This design comes from an exercise in tuning for small area, a short achievable clock period and few clock cycles per item on the open sky130 flow, not from production work.
No functional check of the RTL was part of any run shown here.
Power figures rest on the tool's default switching activity, not on a simulated workload.

==> flow/design.v, too long to show whole: its modules and the start of the top module <==
// module gemm_top: 1419 lines
module gemm_top (
    input  logic           clk,
    input  logic           rst,
    input  logic           start,
    input  logic           p_wr_en,
    input  logic [1:0]     p_wr_addr,
    input  logic [31:0]    p_wr_data,
    input  logic           q_wr_en,
    input  logic [1:0]     q_wr_addr,
    input  logic [15:0]    q_wr_data,
    input  logic           r_wr_en,
    input  logic [1:0]     r_wr_addr,
    input  logic [127:0]   r_wr_data,
    input  logic           r_rd_en,
    input  logic [1:0]     r_rd_addr,
    output logic           busy,
    output logic           done,
    output logic [127:0]   c_out,
    output logic           c_valid
);
  // ...
==> flow/run.sh <==
#!/bin/bash
# synth_recipe.tcl (not shown) runs the flow's synth.tcl, then flattens the netlist and writes it again
# the make line also repeats each setting of config.mk as NAME=value (left out here)
make -C /OpenROAD-flow-scripts/flow DESIGN_CONFIG=/design/flow/config.mk WORK_HOME=/design/flow/orfs CLKGATE_MAP_FILE= SYNTH_SCRIPT=/design/flow/synth_recipe.tcl finish
==> flow/config.mk <==
export PLATFORM = sky130hd
export DESIGN_NAME = gemm_top
export DESIGN_NICKNAME = gemm_top
export VERILOG_FILES = /design/flow/design.v
export SDC_FILE = /design/flow/constraint.sdc
export NUM_CORES = 4
export LEC_CHECK = 0
export ABC_CLOCK_PERIOD_IN_PS = 3000
export CAP_MARGIN = 20
export CORE_MARGIN = 2
export CORE_UTILIZATION = 40
export SETUP_SLACK_MARGIN = 1.8
export SLEW_MARGIN = 20
==> flow/constraint.sdc <==
create_clock -name core_clock -period 5.0 [get_ports {clk}]
set_input_delay 1.0000 -clock core_clock [delete_from_list [all_inputs] [get_ports {clk}]]
set_output_delay 1.0000 -clock core_clock [all_outputs]
set_load 0.01 [all_outputs]
==> impl_metrics.csv, run 1 <==
group,metric,value,unit
grt,grt_max_degree,91,
final_layout,design_area,70400,sq um
final_layout,fin_nets,6482,
final_layout,bufAreaShareNonClock,7.35,%
final_layout,num-nonclk-inverters,298,
logic_synthesis,synth_top_area_share,37.2,%
placed_design,portBuffers,321,
cts,cts_resized,85,
pwr,peakVddDrop,0.000339,V
logic_synthesis,synth_ff_type,"edfxtp_1",
placed_design,placed_area,64900,sq um
logic_synthesis,avgSynthCellArea,10.4,sq um
floorplan,core-area,147000,sq um
drt,final_antenna_net_count,0,
final_layout,final_common_cell,"nand2_1",
timing,fin_worst_skew,0.0524,ns
pwr,clock_power,0.00923,W
final_layout,final_core_util,47.7,%
pwr,comb_cell_power,0.0170,W
setup_path,crit_chain,"clkdlybuf4s50_1 -> and3b_1 -> buf_6 -> o32ai_1 -> o32ai_1 -> buf_4 -> or3_4 -> or3_4 -> and4b_2 -> a32oi_1 -> xnor2_1",
cts,htreeDepth,3,
floorplan,die_y,389,microns
logic_synthesis,synth_fa_ha_area_share,12.9,%
pwr,p_int,0.0251,W
logic_synthesis,yosys.area_share.simple,13.2,%
setup_path,startpoint_type,"input port",
final_layout,seq_area,30100,sq um
setup_path,worst-path-buf-inv,3,
floorplan,nWellTaps,1930,
cts,ctsRootBufferMaster,"clkbuf_16",
drt,drc,0,
outcome,status,"no timing/DRC/antenna violations",
cts,clk_pin_slew,0.06,ns
cts,clock_sinks,1134,
setup_path,r2r_end,"rd_q[63]",
drt,met2_length,82.0,mm
pwr,p_leak,27.0,nW
drt,num_vias,43637,
grt,grt-ovfl-total,0,
timing,setup_tns,0,ns
drt,dr.pass1.iters,7,
pwr,power_density,568,nW/um^2
==> run 2: changes to the inputs <==
--- a/flow/design.v
+++ b/flow/design.v
@@ -17,17 +17,16 @@
     output logic           busy,
     output logic           done,
     output logic [127:0]   c_out,
     output logic           c_valid
 );
     logic [31:0]  p_mem [4];
     logic [15:0]  q_mem [4];
     logic [127:0] r_mem [4];
-    logic [7:0]   r_dlt [4];       
     logic [127:0] rd_q;
     logic         rd_v_q;
     logic         busy_q;
     logic         done_q;
     logic [1:0]   cnt;      
     logic         p_swap;
     logic         q_swap;
     logic         wb_en;    
@@ -74,43 +73,19 @@
                 p_mem[e] <= p_wr_data;
             if (q_swap)
                 q_mem[e] <= q_mem[e ^ 2];
             else if (q_wr_en && q_wr_addr == 2'(e))
                 q_mem[e] <= q_wr_data;
         end
     end
     logic [1:0]   rd_addr;
-    logic [127:0] rd_raw;
-    logic [7:0]   rd_dlt;
-    logic [127:0] rd_fix;
     assign rd_addr = busy_q ? rd_e : (r_rd_en ? r_rd_addr : 2'd0);
-    assign rd_raw  = r_mem[rd_addr];
-    assign rd_dlt  = r_dlt[rd_addr];
-    logic [17:0] ones [4];
-    logic [17:0] zeros [4];
-    always_comb begin
-        for (int x = 0; x < 4; x++) begin
-            ones[x][0]  = 1'b1;
-            zeros[x][0] = 1'b1;
-            for (int i = 1; i < 18; i++) begin
-                ones[x][i]  = ones[x][i-1] & rd_raw[x*32+14+i-1];
-                zeros[x][i] = zeros[x][i-1] & ~rd_raw[x*32+14+i-1];
-            end
-        end
-    end
-    always_comb begin
-        for (int x = 0; x < 4; x++) begin
-            rd_fix[x*32 +: 14]    = rd_raw[x*32 +: 14];
-            for (int i = 0; i < 18; i++)
-                rd_fix[x*32+14+i] = rd_raw[x*32+14+i] ^ ((rd_dlt[2*x+1] & ones[x][i]) | (rd_dlt[2*x] & zeros[x][i]));
-        end
-    end
     always_ff @(posedge clk) begin
-        rd_q <= rd_fix;
+        rd_q <= r_mem[rd_addr];
     end
     logic e000_o0, e000_t0, e000_n0, e000_o1, e000_t1, e000_n1;
     logic e001_o0, e001_t0, e001_n0, e001_o1, e001_t1, e001_n1;
     logic e010_o0, e010_t0, e010_n0, e010_o1, e010_t1, e010_n1;
     logic e011_o0, e011_t0, e011_n0, e011_o1, e011_t1, e011_n1;
     logic e100_o0, e100_t0, e100_n0, e100_o1, e100_t1, e100_n1;
     logic e101_o0, e101_t0, e101_n0, e101_o1, e101_t1, e101_n1;
     logic e110_o0, e110_t0, e110_n0, e110_o1, e110_t1, e110_n1;
@@ -1245,17 +1220,16 @@
         cs_q_3_9_1 <= s2x3_43;
         cs_q_3_10_0 <= s2x3_47;
         cs_q_3_10_1 <= s2x3_44;
         cs_q_3_11_0 <= s2x3_48;
         cs_q_3_11_1 <= s2x3_49;
         cs_q_3_12_0 <= s2x3_50;
     end
     logic [127:0] wb_sum;
-    logic [7:0]   wb_dlt;    
     logic wbx0_1, wbx0_2, wbx0_3, wbx0_4, wbx0_5, wbx0_6, wbx0_7, wbx0_8, wbx0_9, wbx0_10, wbx0_11, wbx0_12, wbx0_13, wbx0_14, wbx0_15, wbx0_16, wbx0_17, wbx0_18, wbx0_19, wbx0_20, wbx0_21, wbx0_22, wbx0_23, wbx0_24, wbx0_25, wbx0_26, wbx0_27, wbx0_28, wbx0_29, wbx0_30, wbx0_31, wbx0_32;
     assign wbx0_1 = cs_q_0_0_0 ^ cs_q_0_0_1;
     assign wbx0_2 = cs_q_0_0_0 & cs_q_0_0_1;
     assign wbx0_3 = cs_q_0_1_0 ^ cs_q_0_1_1 ^ rd_q[1];
     assign wbx0_4 = (cs_q_0_1_0 & cs_q_0_1_1) | (cs_q_0_1_0 & rd_q[1]) | (cs_q_0_1_1 & rd_q[1]);
     assign wbx0_5 = cs_q_0_2_0 ^ cs_q_0_2_1 ^ rd_q[2];
     assign wbx0_6 = (cs_q_0_2_0 & cs_q_0_2_1) | (cs_q_0_2_0 & rd_q[2]) | (cs_q_0_2_1 & rd_q[2]);
     assign wbx0_7 = cs_q_0_3_0 ^ cs_q_0_3_1 ^ rd_q[3];
@@ -1283,18 +1257,55 @@
     assign wbx0_29 = cs_q_0_12_0 ^ rd_q[12] ^ wbx0_26;
     assign wbx0_30 = (cs_q_0_12_0 & rd_q[12]) | (cs_q_0_12_0 & wbx0_26) | (rd_q[12] & wbx0_26);
     assign wbx0_31 = 1'b1 ^ rd_q[13];
     assign wbx0_32 = 1'b1 & rd_q[13];
     logic [15:0] t0, ra0, rb0;
     assign ra0 = {1'b0, wbx0_32, wbx0_31, wbx0_28, wbx0_24, wbx0_21, wbx0_18, wbx0_16, wbx0_14, wbx0_12, wbx0_10, wbx0_8, wbx0_6, wbx0_4, wbx0_2, rd_q[0]};
     assign rb0 = {1'b0, 1'b0, wbx0_30, wbx0_29, wbx0_27, wbx0_23, wbx0_19, wbx0_17, wbx0_15, wbx0_13, wbx0_11, wbx0_9, wbx0_7, wbx0_5, wbx0_3, wbx0_1};
     assign t0 = ra0 + rb0;
-    assign wb_sum[0+:32] = {rd_q[14+:18], t0[13:0]};
-    assign wb_dlt[0+:2] = {t0[15], ~t0[15] & ~t0[14]};
+    logic [17:0] hi0, inc0, dec0;
+    assign hi0 = rd_q[14+:18];
+    assign inc0[0] = ~hi0[0];
+    assign dec0[0] = ~hi0[0];
+    assign inc0[1] = hi0[1] ^ (&hi0[0:0]);
+    assign dec0[1] = hi0[1] ^ ~(|hi0[0:0]);
+    assign inc0[2] = hi0[2] ^ (&hi0[1:0]);
+    assign dec0[2] = hi0[2] ^ ~(|hi0[1:0]);
+    assign inc0[3] = hi0[3] ^ (&hi0[2:0]);
+    assign dec0[3] = hi0[3] ^ ~(|hi0[2:0]);
+    assign inc0[4] = hi0[4] ^ (&hi0[3:0]);
+    assign dec0[4] = hi0[4] ^ ~(|hi0[3:0]);
+    assign inc0[5] = hi0[5] ^ (&hi0[4:0]);
+    assign dec0[5] = hi0[5] ^ ~(|hi0[4:0]);
+    assign inc0[6] = hi0[6] ^ (&hi0[5:0]);
+    assign dec0[6] = hi0[6] ^ ~(|hi0[5:0]);
+    assign inc0[7] = hi0[7] ^ (&hi0[6:0]);
+    assign dec0[7] = hi0[7] ^ ~(|hi0[6:0]);
+    assign inc0[8] = hi0[8] ^ (&hi0[7:0]);
+    assign dec0[8] = hi0[8] ^ ~(|hi0[7:0]);
+    assign inc0[9] = hi0[9] ^ (&hi0[8:0]);
+    assign dec0[9] = hi0[9] ^ ~(|hi0[8:0]);
+    assign inc0[10] = hi0[10] ^ (&hi0[9:0]);
+    assign dec0[10] = hi0[10] ^ ~(|hi0[9:0]);
+    assign inc0[11] = hi0[11] ^ (&hi0[10:0]);
+    assign dec0[11] = hi0[11] ^ ~(|hi0[10:0]);
+    assign inc0[12] = hi0[12] ^ (&hi0[11:0]);
+    assign dec0[12] = hi0[12] ^ ~(|hi0[11:0]);
+    assign inc0[13] = hi0[13] ^ (&hi0[12:0]);
+    assign dec0[13] = hi0[13] ^ ~(|hi0[12:0]);
+    assign inc0[14] = hi0[14] ^ (&hi0[13:0]);
+    assign dec0[14] = hi0[14] ^ ~(|hi0[13:0]);
+    assign inc0[15] = hi0[15] ^ (&hi0[14:0]);
+    assign dec0[15] = hi0[15] ^ ~(|hi0[14:0]);
+    assign inc0[16] = hi0[16] ^ (&hi0[15:0]);
+    assign dec0[16] = hi0[16] ^ ~(|hi0[15:0]);
+    assign inc0[17] = hi0[17] ^ (&hi0[16:0]);
+    assign dec0[17] = hi0[17] ^ ~(|hi0[16:0]);
+    assign wb_sum[0+:32] = {t0[15] ? inc0 : (t0[14] ? hi0 : dec0), t0[13:0]};
     logic wbx1_1, wbx1_2, wbx1_3, wbx1_4, wbx1_5, wbx1_6, wbx1_7, wbx1_8, wbx1_9, wbx1_10, wbx1_11, wbx1_12, wbx1_13, wbx1_14, wbx1_15, wbx1_16, wbx1_17, wbx1_18, wbx1_19, wbx1_20, wbx1_21, wbx1_22, wbx1_23, wbx1_24, wbx1_25, wbx1_26, wbx1_27, wbx1_28, wbx1_29, wbx1_30, wbx1_31, wbx1_32;
     assign wbx1_1 = cs_q_1_0_0 ^ cs_q_1_0_1;
     assign wbx1_2 = cs_q_1_0_0 & cs_q_1_0_1;
     assign wbx1_3 = cs_q_1_1_0 ^ cs_q_1_1_1 ^ rd_q[33];
     assign wbx1_4 = (cs_q_1_1_0 & cs_q_1_1_1) | (cs_q_1_1_0 & rd_q[33]) | (cs_q_1_1_1 & rd_q[33]);
     assign wbx1_5 = cs_q_1_2_0 ^ cs_q_1_2_1 ^ rd_q[34];
     assign wbx1_6 = (cs_q_1_2_0 & cs_q_1_2_1) | (cs_q_1_2_0 & rd_q[34]) | (cs_q_1_2_1 & rd_q[34]);
     assign wbx1_7 = cs_q_1_3_0 ^ cs_q_1_3_1 ^ rd_q[35];
@@ -1322,18 +1333,55 @@
     assign wbx1_29 = cs_q_1_12_0 ^ rd_q[44] ^ wbx1_26;
     assign wbx1_30 = (cs_q_1_12_0 & rd_q[44]) | (cs_q_1_12_0 & wbx1_26) | (rd_q[44] & wbx1_26);
     assign wbx1_31 = 1'b1 ^ rd_q[45];
     assign wbx1_32 = 1'b1 & rd_q[45];
     logic [15:0] t1, ra1, rb1;
     assign ra1 = {1'b0, wbx1_32, wbx1_31, wbx1_28, wbx1_24, wbx1_21, wbx1_18, wbx1_16, wbx1_14, wbx1_12, wbx1_10, wbx1_8, wbx1_6, wbx1_4, wbx1_2, rd_q[32]};
     assign rb1 = {1'b0, 1'b0, wbx1_30, wbx1_29, wbx1_27, wbx1_23, wbx1_19, wbx1_17, wbx1_15, wbx1_13, wbx1_11, wbx1_9, wbx1_7, wbx1_5, wbx1_3, wbx1_1};
     assign t1 = ra1 + rb1;
-    assign wb_sum[32+:32] = {rd_q[46+:18], t1[13:0]};
-    assign wb_dlt[2+:2] = {t1[15], ~t1[15] & ~t1[14]};
+    logic [17:0] hi1, inc1, dec1;
+    assign hi1 = rd_q[46+:18];
+    assign inc1[0] = ~hi1[0];
+    assign dec1[0] = ~hi1[0];
+    assign inc1[1] = hi1[1] ^ (&hi1[0:0]);
+    assign dec1[1] = hi1[1] ^ ~(|hi1[0:0]);
+    assign inc1[2] = hi1[2] ^ (&hi1[1:0]);
+    assign dec1[2] = hi1[2] ^ ~(|hi1[1:0]);
+    assign inc1[3] = hi1[3] ^ (&hi1[2:0]);
+    assign dec1[3] = hi1[3] ^ ~(|hi1[2:0]);
+    assign inc1[4] = hi1[4] ^ (&hi1[3:0]);
+    assign dec1[4] = hi1[4] ^ ~(|hi1[3:0]);
+    assign inc1[5] = hi1[5] ^ (&hi1[4:0]);
+    assign dec1[5] = hi1[5] ^ ~(|hi1[4:0]);
+    assign inc1[6] = hi1[6] ^ (&hi1[5:0]);
+    assign dec1[6] = hi1[6] ^ ~(|hi1[5:0]);
+    assign inc1[7] = hi1[7] ^ (&hi1[6:0]);
+    assign dec1[7] = hi1[7] ^ ~(|hi1[6:0]);
+    assign inc1[8] = hi1[8] ^ (&hi1[7:0]);
+    assign dec1[8] = hi1[8] ^ ~(|hi1[7:0]);
+    assign inc1[9] = hi1[9] ^ (&hi1[8:0]);
+    assign dec1[9] = hi1[9] ^ ~(|hi1[8:0]);
+    assign inc1[10] = hi1[10] ^ (&hi1[9:0]);
+    assign dec1[10] = hi1[10] ^ ~(|hi1[9:0]);
+    assign inc1[11] = hi1[11] ^ (&hi1[10:0]);
+    assign dec1[11] = hi1[11] ^ ~(|hi1[10:0]);
+    assign inc1[12] = hi1[12] ^ (&hi1[11:0]);
+    assign dec1[12] = hi1[12] ^ ~(|hi1[11:0]);
+    assign inc1[13] = hi1[13] ^ (&hi1[12:0]);
+    assign dec1[13] = hi1[13] ^ ~(|hi1[12:0]);
+    assign inc1[14] = hi1[14] ^ (&hi1[13:0]);
+    assign dec1[14] = hi1[14] ^ ~(|hi1[13:0]);
+    assign inc1[15] = hi1[15] ^ (&hi1[14:0]);
+    assign dec1[15] = hi1[15] ^ ~(|hi1[14:0]);
+    assign inc1[16] = hi1[16] ^ (&hi1[15:0]);
+    assign dec1[16] = hi1[16] ^ ~(|hi1[15:0]);
+    assign inc1[17] = hi1[17] ^ (&hi1[16:0]);
+    assign dec1[17] = hi1[17] ^ ~(|hi1[16:0]);
+    assign wb_sum[32+:32] = {t1[15] ? inc1 : (t1[14] ? hi1 : dec1), t1[13:0]};
     logic wbx2_1, wbx2_2, wbx2_3, wbx2_4, wbx2_5, wbx2_6, wbx2_7, wbx2_8, wbx2_9, wbx2_10, wbx2_11, wbx2_12, wbx2_13, wbx2_14, wbx2_15, wbx2_16, wbx2_17, wbx2_18, wbx2_19, wbx2_20, wbx2_21, wbx2_22, wbx2_23, wbx2_24, wbx2_25, wbx2_26, wbx2_27, wbx2_28, wbx2_29, wbx2_30, wbx2_31, wbx2_32;
     assign wbx2_1 = cs_q_2_0_0 ^ cs_q_2_0_1;
     assign wbx2_2 = cs_q_2_0_0 & cs_q_2_0_1;
     assign wbx2_3 = cs_q_2_1_0 ^ cs_q_2_1_1 ^ rd_q[65];
     assign wbx2_4 = (cs_q_2_1_0 & cs_q_2_1_1) | (cs_q_2_1_0 & rd_q[65]) | (cs_q_2_1_1 & rd_q[65]);
     assign wbx2_5 = cs_q_2_2_0 ^ cs_q_2_2_1 ^ rd_q[66];
     assign wbx2_6 = (cs_q_2_2_0 & cs_q_2_2_1) | (cs_q_2_2_0 & rd_q[66]) | (cs_q_2_2_1 & rd_q[66]);
     assign wbx2_7 = cs_q_2_3_0 ^ cs_q_2_3_1 ^ rd_q[67];
@@ -1361,18 +1409,55 @@
     assign wbx2_29 = cs_q_2_12_0 ^ rd_q[76] ^ wbx2_26;
     assign wbx2_30 = (cs_q_2_12_0 & rd_q[76]) | (cs_q_2_12_0 & wbx2_26) | (rd_q[76] & wbx2_26);
     assign wbx2_31 = 1'b1 ^ rd_q[77];
     assign wbx2_32 = 1'b1 & rd_q[77];
     logic [15:0] t2, ra2, rb2;
     assign ra2 = {1'b0, wbx2_32, wbx2_31, wbx2_28, wbx2_24, wbx2_21, wbx2_18, wbx2_16, wbx2_14, wbx2_12, wbx2_10, wbx2_8, wbx2_6, wbx2_4, wbx2_2, rd_q[64]};
     assign rb2 = {1'b0, 1'b0, wbx2_30, wbx2_29, wbx2_27, wbx2_23, wbx2_19, wbx2_17, wbx2_15, wbx2_13, wbx2_11, wbx2_9, wbx2_7, wbx2_5, wbx2_3, wbx2_1};
     assign t2 = ra2 + rb2;
-    assign wb_sum[64+:32] = {rd_q[78+:18], t2[13:0]};
-    assign wb_dlt[4+:2] = {t2[15], ~t2[15] & ~t2[14]};
+    logic [17:0] hi2, inc2, dec2;
+    assign hi2 = rd_q[78+:18];
+    assign inc2[0] = ~hi2[0];
+    assign dec2[0] = ~hi2[0];
+    assign inc2[1] = hi2[1] ^ (&hi2[0:0]);
+    assign dec2[1] = hi2[1] ^ ~(|hi2[0:0]);
+    assign inc2[2] = hi2[2] ^ (&hi2[1:0]);
+    assign dec2[2] = hi2[2] ^ ~(|hi2[1:0]);
+    assign inc2[3] = hi2[3] ^ (&hi2[2:0]);
+    assign dec2[3] = hi2[3] ^ ~(|hi2[2:0]);
+    assign inc2[4] = hi2[4] ^ (&hi2[3:0]);
+    assign dec2[4] = hi2[4] ^ ~(|hi2[3:0]);
+    assign inc2[5] = hi2[5] ^ (&hi2[4:0]);
+    assign dec2[5] = hi2[5] ^ ~(|hi2[4:0]);
+    assign inc2[6] = hi2[6] ^ (&hi2[5:0]);
+    assign dec2[6] = hi2[6] ^ ~(|hi2[5:0]);
+    assign inc2[7] = hi2[7] ^ (&hi2[6:0]);
+    assign dec2[7] = hi2[7] ^ ~(|hi2[6:0]);
+    assign inc2[8] = hi2[8] ^ (&hi2[7:0]);
+    assign dec2[8] = hi2[8] ^ ~(|hi2[7:0]);
+    assign inc2[9] = hi2[9] ^ (&hi2[8:0]);
+    assign dec2[9] = hi2[9] ^ ~(|hi2[8:0]);
+    assign inc2[10] = hi2[10] ^ (&hi2[9:0]);
+    assign dec2[10] = hi2[10] ^ ~(|hi2[9:0]);
+    assign inc2[11] = hi2[11] ^ (&hi2[10:0]);
+    assign dec2[11] = hi2[11] ^ ~(|hi2[10:0]);
+    assign inc2[12] = hi2[12] ^ (&hi2[11:0]);
+    assign dec2[12] = hi2[12] ^ ~(|hi2[11:0]);
+    assign inc2[13] = hi2[13] ^ (&hi2[12:0]);
+    assign dec2[13] = hi2[13] ^ ~(|hi2[12:0]);
+    assign inc2[14] = hi2[14] ^ (&hi2[13:0]);
+    assign dec2[14] = hi2[14] ^ ~(|hi2[13:0]);
+    assign inc2[15] = hi2[15] ^ (&hi2[14:0]);
+    assign dec2[15] = hi2[15] ^ ~(|hi2[14:0]);
+    assign inc2[16] = hi2[16] ^ (&hi2[15:0]);
+    assign dec2[16] = hi2[16] ^ ~(|hi2[15:0]);
+    assign inc2[17] = hi2[17] ^ (&hi2[16:0]);
+    assign dec2[17] = hi2[17] ^ ~(|hi2[16:0]);
+    assign wb_sum[64+:32] = {t2[15] ? inc2 : (t2[14] ? hi2 : dec2), t2[13:0]};
     logic wbx3_1, wbx3_2, wbx3_3, wbx3_4, wbx3_5, wbx3_6, wbx3_7, wbx3_8, wbx3_9, wbx3_10, wbx3_11, wbx3_12, wbx3_13, wbx3_14, wbx3_15, wbx3_16, wbx3_17, wbx3_18, wbx3_19, wbx3_20, wbx3_21, wbx3_22, wbx3_23, wbx3_24, wbx3_25, wbx3_26, wbx3_27, wbx3_28, wbx3_29, wbx3_30, wbx3_31, wbx3_32;
     assign wbx3_1 = cs_q_3_0_0 ^ cs_q_3_0_1;
     assign wbx3_2 = cs_q_3_0_0 & cs_q_3_0_1;
     assign wbx3_3 = cs_q_3_1_0 ^ cs_q_3_1_1 ^ rd_q[97];
     assign wbx3_4 = (cs_q_3_1_0 & cs_q_3_1_1) | (cs_q_3_1_0 & rd_q[97]) | (cs_q_3_1_1 & rd_q[97]);
     assign wbx3_5 = cs_q_3_2_0 ^ cs_q_3_2_1 ^ rd_q[98];
     assign wbx3_6 = (cs_q_3_2_0 & cs_q_3_2_1) | (cs_q_3_2_0 & rd_q[98]) | (cs_q_3_2_1 & rd_q[98]);
     assign wbx3_7 = cs_q_3_3_0 ^ cs_q_3_3_1 ^ rd_q[99];
@@ -1400,21 +1485,57 @@
     assign wbx3_29 = cs_q_3_12_0 ^ rd_q[108] ^ wbx3_26;
     assign wbx3_30 = (cs_q_3_12_0 & rd_q[108]) | (cs_q_3_12_0 & wbx3_26) | (rd_q[108] & wbx3_26);
     assign wbx3_31 = 1'b1 ^ rd_q[109];
     assign wbx3_32 = 1'b1 & rd_q[109];
     logic [15:0] t3, ra3, rb3;
     assign ra3 = {1'b0, wbx3_32, wbx3_31, wbx3_28, wbx3_24, wbx3_21, wbx3_18, wbx3_16, wbx3_14, wbx3_12, wbx3_10, wbx3_8, wbx3_6, wbx3_4, wbx3_2, rd_q[96]};
     assign rb3 = {1'b0, 1'b0, wbx3_30, wbx3_29, wbx3_27, wbx3_23, wbx3_19, wbx3_17, wbx3_15, wbx3_13, wbx3_11, wbx3_9, wbx3_7, wbx3_5, wbx3_3, wbx3_1};
     assign t3 = ra3 + rb3;
-    assign wb_sum[96+:32] = {rd_q[110+:18], t3[13:0]};
-    assign wb_dlt[6+:2] = {t3[15], ~t3[15] & ~t3[14]};
+    logic [17:0] hi3, inc3, dec3;
+    assign hi3 = rd_q[110+:18];
+    assign inc3[0] = ~hi3[0];
+    assign dec3[0] = ~hi3[0];
+    assign inc3[1] = hi3[1] ^ (&hi3[0:0]);
+    assign dec3[1] = hi3[1] ^ ~(|hi3[0:0]);
+    assign inc3[2] = hi3[2] ^ (&hi3[1:0]);
+    assign dec3[2] = hi3[2] ^ ~(|hi3[1:0]);
+    assign inc3[3] = hi3[3] ^ (&hi3[2:0]);
+    assign dec3[3] = hi3[3] ^ ~(|hi3[2:0]);
+    assign inc3[4] = hi3[4] ^ (&hi3[3:0]);
+    assign dec3[4] = hi3[4] ^ ~(|hi3[3:0]);
+    assign inc3[5] = hi3[5] ^ (&hi3[4:0]);
+    assign dec3[5] = hi3[5] ^ ~(|hi3[4:0]);
+    assign inc3[6] = hi3[6] ^ (&hi3[5:0]);
+    assign dec3[6] = hi3[6] ^ ~(|hi3[5:0]);
+    assign inc3[7] = hi3[7] ^ (&hi3[6:0]);
+    assign dec3[7] = hi3[7] ^ ~(|hi3[6:0]);
+    assign inc3[8] = hi3[8] ^ (&hi3[7:0]);
+    assign dec3[8] = hi3[8] ^ ~(|hi3[7:0]);
+    assign inc3[9] = hi3[9] ^ (&hi3[8:0]);
+    assign dec3[9] = hi3[9] ^ ~(|hi3[8:0]);
+    assign inc3[10] = hi3[10] ^ (&hi3[9:0]);
+    assign dec3[10] = hi3[10] ^ ~(|hi3[9:0]);
+    assign inc3[11] = hi3[11] ^ (&hi3[10:0]);
+    assign dec3[11] = hi3[11] ^ ~(|hi3[10:0]);
+    assign inc3[12] = hi3[12] ^ (&hi3[11:0]);
+    assign dec3[12] = hi3[12] ^ ~(|hi3[11:0]);
+    assign inc3[13] = hi3[13] ^ (&hi3[12:0]);
+    assign dec3[13] = hi3[13] ^ ~(|hi3[12:0]);
+    assign inc3[14] = hi3[14] ^ (&hi3[13:0]);
+    assign dec3[14] = hi3[14] ^ ~(|hi3[13:0]);
+    assign inc3[15] = hi3[15] ^ (&hi3[14:0]);
+    assign dec3[15] = hi3[15] ^ ~(|hi3[14:0]);
+    assign inc3[16] = hi3[16] ^ (&hi3[15:0]);
+    assign dec3[16] = hi3[16] ^ ~(|hi3[15:0]);
+    assign inc3[17] = hi3[17] ^ (&hi3[16:0]);
+    assign dec3[17] = hi3[17] ^ ~(|hi3[16:0]);
+    assign wb_sum[96+:32] = {t3[15] ? inc3 : (t3[14] ? hi3 : dec3), t3[13:0]};
     logic [127:0] r_wdata;
     assign r_wdata = busy_q ? wb_sum : r_wr_data;
     always_ff @(posedge clk) begin
         for (int e = 0; e < 4; e++) begin
             if (busy_q ? (wb_en && wb_e == 2'(e)) : (r_wr_en && r_wr_addr == 2'(e))) begin
                 r_mem[e] <= r_wdata;
-                r_dlt[e] <= busy_q ? wb_dlt : 8'd0;
             end
         end
     end
 endmodule
==> flow/config.mk (replaced) <==
export PLATFORM = sky130hd
export DESIGN_NAME = gemm_top
export DESIGN_NICKNAME = gemm_top
export VERILOG_FILES = /design/flow/design.v
export SDC_FILE = /design/flow/constraint.sdc
export NUM_CORES = 4
export LEC_CHECK = 0
export ABC_CLOCK_PERIOD_IN_PS = 2800
export CAP_MARGIN = 20
export CORE_MARGIN = 2
export CORE_UTILIZATION = 50
export SETUP_SLACK_MARGIN = 2.2
export SLEW_MARGIN = 20
==> run 2 against run 1 <==
Clock power down 4.4%. Clock skew down 0.026 ns. Utilization up 14 points. Cell area up 1.3%. Non-clock buffer count up 73. Final cell count down 3.9%. Maximum frequency down 2.4%. Critical path depth up 2. Area after synthesis down 0.86%. First-iteration DRC count down 9.5%. Sequential power about the same. Clock-buffer cell count up 16.
==> impl_metrics.csv, run 2 <==
group,metric,value,unit
flow_run,drv_cap,0,
logic_synthesis,synthCells,5731,
setup_path,worst-path-buf-inv,3,
timing,slew-limit-headroom,39.5,%
placed_design,dpl.hpwl,117,mm
placed_design,portBuffers,321,
logic_synthesis,yosys.area_share.simple,12.8,%
logic_synthesis,yosys.area.top_type,"edfxtp_1",
final_layout,drive_gt1_share,14.8,%
logic_synthesis,syn_area,58900,sq um
drt,drt_iter0_markers,3803,
final_layout,fill_cells,9427,
logic_synthesis,synth_top_family_by_area,"adder cells",
logic_synthesis,avgSynthCellArea,10.3,sq um
setup_path,path_max_fanout,7,
timing,period_needed,3.42,ns
logic_synthesis,synth_nets,6347,
floorplan,start_util,50.5,%
logic_synthesis,synth_compound_area_share,13.5,%
grt,grt_pass1_wl,261,mm
timing,fin_worst_skew,0.0260,ns
final_layout,final_common_cell,"nand2_1",
setup_path,reg2reg_slack,1.58,ns
logic_synthesis,synth_fa_ha_area_share,14.2,%
drt,drt-wirelength-per-cell,23.0,microns
drt,vias_per_cell,5.81,
setup_path,crit_chain,"inv_1 -> ha_1 -> inv_2 -> fa_2 -> ha_4 -> and4_4 -> nand2_2 -> a211o_1 -> a211o_4 -> buf_6 -> a211oi_4 -> nor3_2 -> o31ai_2",
logic_synthesis,synthMuxAreaShare,1.95,%
floorplan,core-area,117000,sq um
cts,cts_buffer_depth,3,
grt,antenna_found_initial,2,
cts,cts_buffers,118,
floorplan,pin_count,322,
cts,clock_sinks,1102,
final_layout,top_register,"r_mem",
cts,clock_latency,0.72,ns
logic_synthesis,synth_common_cells,"nand2_1 (977), edfxtp_1 (704), a21oi_1 (404)",
timing,fmax,0.293,GHz
setup_path,end_kind,"flip-flop",
timing,rsz0062_at_grt,"yes",
hold_path,hp-class,"flip-flop to flip-flop",
placed_design,placed_cells,7234,
logic_synthesis,async_reset_ff_share,0,%
timing,slew_viol_final,0,
logic_synthesis,yosysMostFrequentCell,"nand2_1",
grt,grt_usage,28.5,%
timing,post-route-period-util,68.3,%
pwr,p_leak,27.5,nW
floorplan,rows,125,
cts,htreeDepth,3,
timing,setup_viol,0,
cts,postCtsHoldBufs,0,
final_layout,area_growth,21.2,%
final_layout,seq_area,29200,sq um
timing,worstMarginPinSlew,0.908,ns
final_layout,mostFrequentLayoutCells,"nand2_1 (963), edfxtp_1 (704), a21oi_1 (369)",
timing,setup_tns,0,ns
grt,grt-ovfl-total,0,
drt,wl,176,mm
setup_path,arrival,3.90,ns
logic_synthesis,ys_seq_area_share,49.5,%
cts,ctsRootBufferMaster,"clkbuf_16",
cts,clk_pin_slew,0.06,ns
logic_synthesis,synth_cell_types,86,
final_layout,reg_top3,"r_mem (512), p_mem (128), rd_q (128)",
final_layout,largest_register_ffs,512,
final_layout,fin_nets,6617,
floorplan,die_area,120000,sq um
drt,drc,0,
pwr,power_density,653,nW/um^2
drt,final_antenna_net_count,0,
final_layout,multi_input_area,29000,sq um
setup_path,critical-path-top-delay-family,"compound AO/OA/AOI/OAI gates",
logic_synthesis,synth_seq_cells,1102,
logic_synthesis,synth_ff_type,"edfxtp_1",
timing,hold_viol_final,0,
pwr,peakVddDrop,0.000373,V
setup_path,critical_path_class,"flip-flop to flip-flop",
final_layout,antenna_cells,0,
placed_design,gp_congestion,0.912,
outcome,status,"no timing/DRC/antenna violations",
logic_synthesis,synth_xor_area_share,2.96,%
logic_synthesis,synthTopCellsByArea,"edfxtp_1 (36%), dfxtp_1 (14%), fa_1 (9.0%), nand2_1 (6.2%), a21oi_1 (3.4%)",
final_layout,layout.cells.non_filler,7631,
floorplan,die_y,347,microns
logic_synthesis,synth_top_area_share,35.9,%
grt,grt_pass1_vias,42121,
cts,tritoncts,"yes",
setup_path,startpoint_type,"flip-flop",
setup_path,critical-path-max-stage-delay,0.45,ns
floorplan,die_w,347,microns
setup_path,critPathSlowestCell,"fa_2",
grt,grt_max_degree,137,
setup_path,required,5.49,ns
logic_synthesis,synth_warnings,4,
logic_synthesis,synth-edff-count,704,
drt,dr.pass1.iters,6,
drt,num_vias,44345,
==> run 2: repair_timing <==
item,in CTS,in global routing
gates resized for setup,330,139
buffers inserted,111,48
gates cloned,11,1
pin swaps,153,84
setup endpoints to repair,676,424
==> run 2: per-stage QoR <==
step	total power, W	worst slack [ns]	util [%]	hold slack [ns]	instance area [sq um]
floorplan	0.0262	0.156	-	0.310	59600
global placement	0.0321	1.24	54.9	0.313	64000
detailed placement	0.0324	1.14	54.9	0.312	64000
CTS	0.0450	1.57	60.4	0.320	70300
global route	0.0495	1.48	61.2	0.328	71400
finish	0.0466	1.58	61.2	0.319	71400
==> run 2: kinds of logic (layout without fill, tap and decap cells) <==
group                      count (synthesis)  count (layout)
buffers and inverters                    784            1154
AOI/OAI and AO/OA                       1312            1315
DFF                                     1102            1102
muxes                                    107             107
adders and majority gates                533             533
xor gates and xnor gates                 199             199
and+or+nand+nor                         1694            1697
==> run 2: routing by layer <==
metal,wire [microns],track usage [%],up-vias
met5,13,0,-
met4,7080,10.6,2
met3,12900,4.11,334
met2,80200,45.6,1655
met1,75700,39.5,21674
li1,-,-,20680
==> run 2: where the power goes <==
part           total, W  internal [W]  switching (W)
Sequential       0.0135        0.0124        0.00109
Combinational    0.0243        0.0108         0.0135
Clock           0.00882       0.00512        0.00370
==> run 2: worst paths after layout <==
kind          startpoint      endpoint  cells past startpoint
max          cs_q_2_11_0  r_mem[0][85]                     13
min           a1_q_1_0_0    cs_q_1_0_0                      0
max reg2reg  cs_q_2_11_0  r_mem[0][85]                     13
min reg2reg   a1_q_1_0_0    cs_q_1_0_0                      0
==> run 2: cell type report <==
cell class	count	share of cell area, %
clock buffer	165	4.81
clock inverter	61	0.766
inverter	343	1.81
multi-input combinational	3851	40.6
sequential	1102	40.9
tap	1524	2.67
timing repair buffer	585	8.39
==> run 2: worst reg2reg max path, delay by kind of cell (launching register included) <==
kind / cells / cell delay [ns]
flops: 1 / 0.31
compound gates: 4 / 1.22
fa+ha+maj: 3 / 1.03
simple gates: 3 / 0.34
buf+inv: 3 / 0.30
==> run 3: changes to the inputs <==
==> flow/flow/run.sh (new file) <==
#!/bin/bash
set -euo pipefail
export BUFFER_PORTS_ARGS="-buffer_cell sky130_fd_sc_hd__buf_2"
bash standard.sh finish > flow_make.log 2>&1
==> flow/standard.sh (new file) <==
#!/bin/bash
# synth_recipe.tcl (not shown) runs the flow's synth.tcl, then flattens the netlist and writes it again
# the make line also repeats each setting of config.mk as NAME=value (left out here)
make -C /OpenROAD-flow-scripts/flow DESIGN_CONFIG=/design/flow/config.mk WORK_HOME=/design/flow/orfs CLKGATE_MAP_FILE= SYNTH_SCRIPT=/design/flow/synth_recipe.tcl "${@:-finish}"
removed: flow/run.sh
==> run 3 against run 2 <==
Worst setup slack worse by 0.12 ns. Combinational power about the same. Final cell count up 0.24%. Via count up 0.78%. Critical endpoint is now r_mem[3][85]. Largest cell class unchanged.
==> impl_metrics.csv, run 3 <==
group,metric,value,unit
outcome,status,"no timing/DRC/antenna violations",
placed_design,gp_congestion,0.915,
final_layout,final_common_cell,"nand2_1",
drt,drc,0,
logic_synthesis,synth_common_cells,"nand2_1 (977), edfxtp_1 (704), a21oi_1 (404)",
timing,period_needed,3.54,ns
placed_design,portBuffers,321,
final_layout,fill_cells,9607,
floorplan,die_y,347,microns
logic_synthesis,synth_warnings,4,
timing,fmax,0.283,GHz
timing,rsz0062_at_grt,"yes",
timing,fin_worst_skew,0.0375,ns
logic_synthesis,async_reset_ff_share,0,%
drt,wl,175,mm
pwr,p_leak,27.5,nW
setup_path,timing.rr.start,"cs_q_2_11_1",
grt,grt_usage,28.3,%
timing,setup_viol,0,
hold_path,min_to,"cs_q_1_0_0",
cts,clk_pin_slew,0.06,ns
drt,dr.pass1.iters,6,
grt,grt_max_degree,151,
pwr,seq_power_share,29.1,%
hold_path,hp-class,"flip-flop to flip-flop",
cts,clock_latency,0.72,ns
setup_path,crit_chain,"inv_2 -> ha_4 -> inv_2 -> fa_1 -> ha_4 -> and4_4 -> nand2_2 -> a211o_1 -> a211o_4 -> buf_4 -> a211oi_2 -> nor3_1 -> o31ai_1",
setup_path,arrival,4.02,ns
setup_path,path_max_fanout,6,
flow_run,drv_cap,0,
hold_path,holdPathStages,0,
grt,grt-ovfl-total,0,
setup_path,critPathSlowestCell,"fa_1",
timing,hold_viol_final,0,
pwr,power_density,665,nW/um^2
grt,grt_pass1_wl,260,mm
final_layout,reg_top3,"r_mem (512), p_mem (128), rd_q (128)",
placed_design,placed_cells,7226,
placed_design,dpl.hpwl,115,mm
setup_path,reg2reg_slack,1.46,ns
logic_synthesis,avgSynthCellArea,10.3,sq um
cts,clock_sinks,1102,
logic_synthesis,synth-edff-count,704,
setup_path,required,5.49,ns
logic_synthesis,ys_seq_area_share,49.5,%
timing,slew-limit-headroom,30.6,%
setup_path,worst-path-buf-inv,3,
floorplan,pin_count,322,
setup_path,startpoint_type,"flip-flop",
drt,vias_per_cell,5.84,
pwr,pwr-share-comb,51.6,%
cts,ctsRootBufferMaster,"clkbuf_16",
drt,drt-wirelength-per-cell,22.9,microns
logic_synthesis,synth_seq_cells,1102,
logic_synthesis,yosys.area.top_type,"edfxtp_1",
logic_synthesis,synth_nets,6347,
pwr,peakVddDrop,0.000363,V
final_layout,top_register,"r_mem",
final_layout,mostFrequentLayoutCells,"nand2_1 (966), edfxtp_1 (704), dfxtp_1 (381)",
pwr,p_sw_share,39.2,%
final_layout,largest_register_ffs,512,
grt,grt_pass1_vias,41670,
logic_synthesis,yosysMostFrequentCell,"nand2_1",
setup_path,critical-path-max-stage-delay,0.49,ns
logic_synthesis,synthCells,5731,
floorplan,core-area,117000,sq um
drt,num_vias,44693,
pwr,power_frac_clock,19.3,%
timing,setup_tns,0,ns
logic_synthesis,synth_cell_types,86,
setup_path,critical-path-top-delay-family,"compound AO/OA/AOI/OAI gates",
final_layout,layout.cells.non_filler,7649,
cts,tritoncts,"yes",
grt,antenna_found_initial,11,
logic_synthesis,synth_top_area_share,35.9,%
setup_path,reg2regPathDepth,13,
timing,post-route-period-util,70.7,%
drt,final_antenna_net_count,0,
setup_path,critical_path_class,"flip-flop to flip-flop",
logic_synthesis,synth_ff_type,"edfxtp_1",
hold_path,min_from,"a1_q_1_0_0",
cts,cts_buffers,117,
pwr,p_int,0.0283,W
timing,slew_viol_final,0,
final_layout,fin_nets,6633,
floorplan,start_util,50.5,%
cts,htreeDepth,3,
floorplan,die_w,347,microns
setup_path,r2r_end,"r_mem[3][85]",
pwr,p_sw,0.0182,W
cts,cts_buffer_depth,3,
final_layout,drive_gt1_share,19.5,%
setup_path,end_kind,"flip-flop",
floorplan,die_area,120000,sq um
timing,worstMarginPinSlew,1.04,ns
final_layout,area_growth,18.7,%
drt,drt_iter0_markers,4026,
logic_synthesis,syn_area,58900,sq um
floorplan,rows,125,
logic_synthesis,synthTopCellsByArea,"edfxtp_1 (36%), dfxtp_1 (14%), fa_1 (9.0%), nand2_1 (6.2%), a21oi_1 (3.4%)",
run 3: what timing repair did:
action	4_1_cts	5_1_grt
pin swaps	138	91
cloned	6	1
endpoints found under the setup margin	446	426
hold endpoints to repair	0	0
setup buffers	113	76
hold buffers	0	0
gates resized for setup	262	153
run 3: layer usage:
layer	routed length, microns	vias to the layer above	global-route usage (%)	share of wire [%]
li1	-	20709	-	-
met1	74900	21833	39.4	43
met2	80100	1833	45.0	46
met3	13600	316	4.26	7.7
met4	6620	2	10.5	3.8
met5	13	-	0	0.0074
run 3: per-stage QoR:
| stage | hold slack (ns) | area (sq um) | total power [W] | util (%) | worst slack, ns |
|---|---|---|---|---|---|
| 6_report | 0.325 | 69900 | 0.0465 | 60.0 | 1.46 |
| 5_1_grt | 0.335 | 69900 | 0.0493 | 59.9 | 1.41 |
| 4_1_cts | 0.327 | 68500 | 0.0447 | 58.8 | 1.51 |
| 3_5_place_dp | 0.315 | 62300 | 0.0322 | 53.5 | 0.903 |
| 3_3_place_gp | 0.315 | 62300 | 0.0319 | 53.5 | 0.950 |
| 2_1_floorplan | 0.310 | 59600 | 0.0262 | - | 0.156 |
run 3: area by class of cell:
class | count | area, sq um | area share, %
Sequential cell | 1102 | 29100 | 41.7
Multi-Input combinational cell | 3850 | 29000 | 41.6
Timing Repair Buffer | 603 | 4420 | 6.33
Clock buffer | 146 | 3210 | 4.60
Tap cell | 1524 | 1910 | 2.73
Inverter | 343 | 1300 | 1.87
Clock inverter | 76 | 821 | 1.17
Antenna cell | 5 | 12.5 | 0.0179
run 3: worst max path at each step:
stage                             from             to  cells after the start
after floorplan           r_wr_addr[1]    r_mem[0][0]                      2
after global placement      cs_q_3_1_1  r_mem[3][120]                     12
after detailed placement    cs_q_3_1_1  r_mem[1][120]                     12
after CTS                  cs_q_2_11_1   r_mem[3][93]                     12
after global routing       cs_q_2_11_1   r_mem[3][91]                     13
final                      cs_q_2_11_1   r_mem[3][85]                     13
run 3: cells by family (layout without fill, tap and decap cells):
group | Yosys count | count (layout) | synth area share (%)
buf+inv | 784 | 1168 | 5.04
simple gates | 1694 | 1697 | 12.8
flops | 1102 | 1102 | 49.5
fa+ha+maj | 533 | 533 | 14.2
mux | 107 | 107 | 1.95
other cells | 0 | 5 | 0
xor+xnor | 199 | 199 | 2.96
compound gates | 1312 | 1314 | 13.5
run 3: power groups by stage:
stage	logic, W	clock network, W	registers [W]
after floorplan	0.0129	0	0.0132
after global placement	0.0182	0	0.0137
after CTS	0.0220	0.00913	0.0135
after global routing	0.0261	0.00950	0.0137
final	0.0240	0.00897	0.0135
after detailed placement	0.0184	0	0.0137

==> afterwards: timing with drivers on the ports <==
How much do the figures lean on ideal ports? The routed layouts below were timed once more, with nothing changed but the port constraints. Step 1 assumes that a clkbuf_16 drives the clock port and a buf_2 every other input. Step 2 moves the port delays by t, midway between the first and last clock arrival at a register: inputs arrive t later, outputs are due t later. That takes back most of the time a late clock gives input paths. Slacks: no drivers / after step 1 / after step 2; pairs: no drivers / after step 1.
run	t (ns)	setup WS [ns]	slew at the worst register clock pin (ns)
run 1	0.814	1.667 / 1.686 / 0.900	0.07 / 0.07
run 2	0.784	1.585 / 1.585 / 1.585	0.07 / 0.07
run 3	0.780	1.464 / 1.464 / 1.464	0.07 / 0.07
After both steps setup and hold are still met in every run listed. The setup slack of run 1, which loses most, moves by +0.019 ns with the drivers and by -0.767 ns with both steps.
